What follows belongs to an exercise in optimizing a design on an open flow for small area and a short achievable clock period; a production flow would make more cautious choices.
At most, simulation tests tie the RTL to the original design; equivalence was not proved.

==> module ram_pipe, before the edit <==
module ram_pipe (
    input  logic        clk,
    input  logic        rst,
    input  logic        req_valid,
    output logic        req_ready,
    input  logic        req_we,
    input  logic [7:0]  req_addr,
    input  logic [15:0] req_wdata,
    output logic        rsp_valid,
    output logic [15:0] rsp_rdata,
    input  logic        clr_start,
    output logic        busy
);
    logic       busy_q, ready_q;
    logic [7:0] clr_q;
    logic       busy_d;
    logic       accept;
    assign accept = req_valid & ready_q;
    always_comb begin
        if (busy_q) busy_d = (clr_q != 8'hff);
        else        busy_d = clr_start;
    end
    always_ff @(posedge clk) begin
        if (!rst) begin
            busy_q  <= 1'b1;
            ready_q <= 1'b0;
            clr_q   <= '0;
        end else begin
            busy_q  <= busy_d;
            ready_q <= ~busy_d;
            clr_q   <= clr_q + {7'd0, busy_q};
        end
    end
    assign req_ready = ready_q;
    assign busy      = busy_q;
    logic ph_q;
    always_ff @(posedge clk) begin
        if (!rst) ph_q <= 1'b0;
        else      ph_q <= ~ph_q;
    end
    logic [7:0]  wa;
    logic        w_en;
    logic [15:0] wlo_q, whi_q;      
    logic [15:0] wlo_n_q, whi_n_q;  
    logic [15:0] wdx_q;             
    assign wa   = busy_q ? clr_q : req_addr;
    assign w_en = rst & (busy_q | (accept & req_we));
    always_ff @(posedge clk) begin
        for (int i = 0; i < 16; i++) begin
            wlo_q[i]   <= w_en & (wa[3:0] == i[3:0]);
            whi_q[i]   <= (wa[7:4] == i[3:0]);
            wlo_n_q[i] <= ~(w_en & (wa[3:0] == i[3:0]));
            whi_n_q[i] <= ~(wa[7:4] == i[3:0]);
        end
        if (w_en) wdx_q <= (busy_q ? 16'h0000 : req_wdata) ^ {16{~ph_q}};
    end
    logic [15:0]  mem [256];
    logic [255:0] wsel, whold;
    always_comb begin
        for (int w = 0; w < 256; w++) begin
            wsel[w]  = ~(wlo_n_q[w % 16] | whi_n_q[w / 16]);
            whold[w] = ~(wlo_q[w % 16] & whi_q[w / 16]);
        end
    end
    always_ff @(posedge clk) begin
        for (int w = 0; w < 256; w++) begin
            mem[w] <= ~((mem[w] | {16{wsel[w]}}) & (wdx_q | {16{whold[w]}}));
        end
    end
    logic [15:0]   dlo;     
    logic [15:0]   dhi;     
    logic [4095:0] mem_flat;
    logic [127:0]  cand_flat;
    logic [15:0]   cand [8];
    logic          hit;
    always_comb begin
        for (int i = 0; i < 16; i++) begin
            dlo[i] = (req_addr[3:0] == i[3:0]);
            dhi[i] = (req_addr[7:4] == i[3:0]);
        end
        for (int w = 0; w < 256; w++) mem_flat[w * 16 +: 16] = mem[w];
        for (int j = 0; j < 8; j++) cand[j] = cand_flat[j * 16 +: 16];
        hit = (|(wlo_q & dlo)) & (|(whi_q & dhi));
    end
    for (genvar j = 0; j < 8; j++) begin : g_rdsel
        logic [31:0] sel;
        ram_pipe_rddec u_rddec (
            .addr (req_addr[4:0]),
            .sel  (sel)
        );
        ram_pipe_rdsel u_rdsel (
            .mem  (mem_flat[j * 512 +: 512]),
            .sel  (sel),
            .cand (cand_flat[j * 16 +: 16])
        );
    end
    logic [15:0] cand_q [8];
    logic [7:0]  csel_q;
    logic        hit_q;
    logic        v1_q, v2_q;
    logic [15:0] dat_q;
    logic [15:0] rd;
    always_ff @(posedge clk) begin
        for (int j = 0; j < 8; j++) begin
            cand_q[j] <= cand[j];
            csel_q[j] <= (req_addr[7:5] == j[2:0]);
        end
        hit_q <= hit;
    end
    always_comb begin
        rd = '0;
        for (int j = 0; j < 8; j++) rd = rd | (cand_q[j] & {16{csel_q[j]}});
        if (hit_q) rd = wdx_q;
        rd = rd ^ {16{~ph_q}};
    end
    always_ff @(posedge clk) begin
        if (!rst) begin
            v1_q  <= 1'b0;
            v2_q  <= 1'b0;
            dat_q <= '0;
        end else begin
            v1_q <= accept & ~req_we;
            v2_q <= v1_q;
            if (v1_q) dat_q <= rd;
        end
    end
    assign rsp_valid = v2_q;
    assign rsp_rdata = dat_q;
endmodule
==> module ram_pipe_rddec, before the edit <==
module ram_pipe_rddec (
    input  logic [4:0]  addr,
    output logic [31:0] sel
);
    always_comb begin
        for (int i = 0; i < 32; i++) sel[i] = (addr == i[4:0]);
    end
endmodule
==> module ram_pipe_rdsel, before the edit <==
module ram_pipe_rdsel (
    input  logic [511:0] mem,
    input  logic [31:0]  sel,
    output logic [15:0]  cand
);
    always_comb begin
        cand = '0;
        for (int i = 0; i < 32; i++) begin
            cand = cand | (mem[i * 16 +: 16] & {16{sel[i]}});
        end
    end
endmodule
export LEC_CHECK = 0
export ABC_CLOCK_PERIOD_IN_PS = 2000
export CAP_MARGIN = 20
export CORE_MARGIN = 2
export CORE_UTILIZATION = 70
export CTS_CLUSTER_DIAMETER = 60
export CTS_CLUSTER_SIZE = 30
export PLACE_DENSITY = 0.75
export SETUP_SLACK_MARGIN = 1.9
export SLEW_MARGIN = 30
export SYNTH_HIERARCHICAL = 1
export SYNTH_MINIMUM_KEEP_SIZE = 0
create_clock -name core_clock -period 4.0 [get_ports {clk}]
run.sh (not shown) runs the stock make flow with config.mk's settings and CLKGATE_MAP_FILE= SYNTH_SCRIPT=/design/flow/synth_recipe.tcl, a recipe that flattens the netlist after the stock synthesis.
==> next run, changes <==
--- a/flow/design.v
+++ b/flow/design.v
@@ -69,48 +69,48 @@
     end
     logic [15:0]   dlo;     
     logic [15:0]   dhi;     
     logic [4095:0] mem_flat;
-    logic [127:0]  cand_flat;
-    logic [15:0]   cand [8];
+    logic [255:0]  cand_flat;
+    logic [15:0]   cand [16];
     logic          hit;
     always_comb begin
         for (int i = 0; i < 16; i++) begin
             dlo[i] = (req_addr[3:0] == i[3:0]);
             dhi[i] = (req_addr[7:4] == i[3:0]);
         end
         for (int w = 0; w < 256; w++) mem_flat[w * 16 +: 16] = mem[w];
-        for (int j = 0; j < 8; j++) cand[j] = cand_flat[j * 16 +: 16];
+        for (int j = 0; j < 16; j++) cand[j] = cand_flat[j * 16 +: 16];
         hit = (|(wlo_q & dlo)) & (|(whi_q & dhi));
     end
     for (genvar j = 0; j < 8; j++) begin : g_rdsel
-        logic [31:0] sel;
+        logic [15:0] sel;
         ram_pipe_rddec u_rddec (
-            .addr (req_addr[4:0]),
+            .addr (req_addr[3:0]),
             .sel  (sel)
         );
         ram_pipe_rdsel u_rdsel (
             .mem  (mem_flat[j * 512 +: 512]),
             .sel  (sel),
-            .cand (cand_flat[j * 16 +: 16])
+            .cand (cand_flat[j * 32 +: 32])
         );
     end
-    logic [15:0] cand_q [8];
-    logic [7:0]  csel_q;
+    logic [15:0] cand_q [16];
+    logic [15:0] csel_q;
     logic        hit_q;
     logic        v1_q, v2_q;
     logic [15:0] dat_q;
     logic [15:0] rd;
     always_ff @(posedge clk) begin
-        for (int j = 0; j < 8; j++) begin
+        for (int j = 0; j < 16; j++) begin
             cand_q[j] <= cand[j];
-            csel_q[j] <= (req_addr[7:5] == j[2:0]);
+            csel_q[j] <= (req_addr[7:4] == j[3:0]);
         end
         hit_q <= hit;
     end
     always_comb begin
         rd = '0;
-        for (int j = 0; j < 8; j++) rd = rd | (cand_q[j] & {16{csel_q[j]}});
+        for (int j = 0; j < 16; j++) rd = rd | (cand_q[j] & {16{csel_q[j]}});
         if (hit_q) rd = wdx_q;
         rd = rd ^ {16{~ph_q}};
     end
     always_ff @(posedge clk) begin
@@ -127,23 +127,25 @@
     assign rsp_valid = v2_q;
     assign rsp_rdata = dat_q;
 endmodule
 module ram_pipe_rddec (
-    input  logic [4:0]  addr,
-    output logic [31:0] sel
+    input  logic [3:0]  addr,
+    output logic [15:0] sel
 );
     always_comb begin
-        for (int i = 0; i < 32; i++) sel[i] = (addr == i[4:0]);
+        for (int i = 0; i < 16; i++) sel[i] = (addr == i[3:0]);
     end
 endmodule
 module ram_pipe_rdsel (
     input  logic [511:0] mem,
-    input  logic [31:0]  sel,
-    output logic [15:0]  cand
+    input  logic [15:0]  sel,
+    output logic [31:0]  cand
 );
     always_comb begin
         cand = '0;
-        for (int i = 0; i < 32; i++) begin
-            cand = cand | (mem[i * 16 +: 16] & {16{sel[i]}});
+        for (int k = 0; k < 2; k++) begin
+            for (int i = 0; i < 16; i++) begin
+                cand[k * 16 +: 16] = cand[k * 16 +: 16] | (mem[(k * 16 + i) * 16 +: 16] & {16{sel[i]}});
+            end
         end
     end
 endmodule
- count of clock-buffer cells in the layout is higher by 12
- final cell count came out lower by 2.9%
- synthesized cell count went down by 3.2%
- via count went down by 1.8%
- first-iteration DRC count drops by 8.0%
- wire length falls by 0.40%
Function not checked in the second run of this note: the RTL went through the layout flow alone.

-- static timing again, ports no longer ideal --
How much do the figures lean on ideal ports? The routed layouts below were timed once more, with nothing changed but the port constraints.
Step 1 assumes that a clkbuf_16 drives the clock port and a buf_2 every other input.
Step 2 adds t to the input delays and takes it off the output delays; t is the mean of the earliest and latest rising clock arrival at the registers after step 1. Input paths then give back, and output paths get back, about the clock's delay inside the block.
a / b / c = ideal / step 1 / step 2; a / b = the first two.
run	t (ns)	slack for setup (ns)	worst setup path after step 2
the first run	1.017	1.579 / 1.354 / 0.337	input to register
the second run	1.012	1.593 / 1.538 / 0.586	input to register
After both steps every run listed still meets setup and hold. For the first run, which loses most, drivers alone change the setup slack by -0.225 ns; drivers and shift together by -1.242 ns.
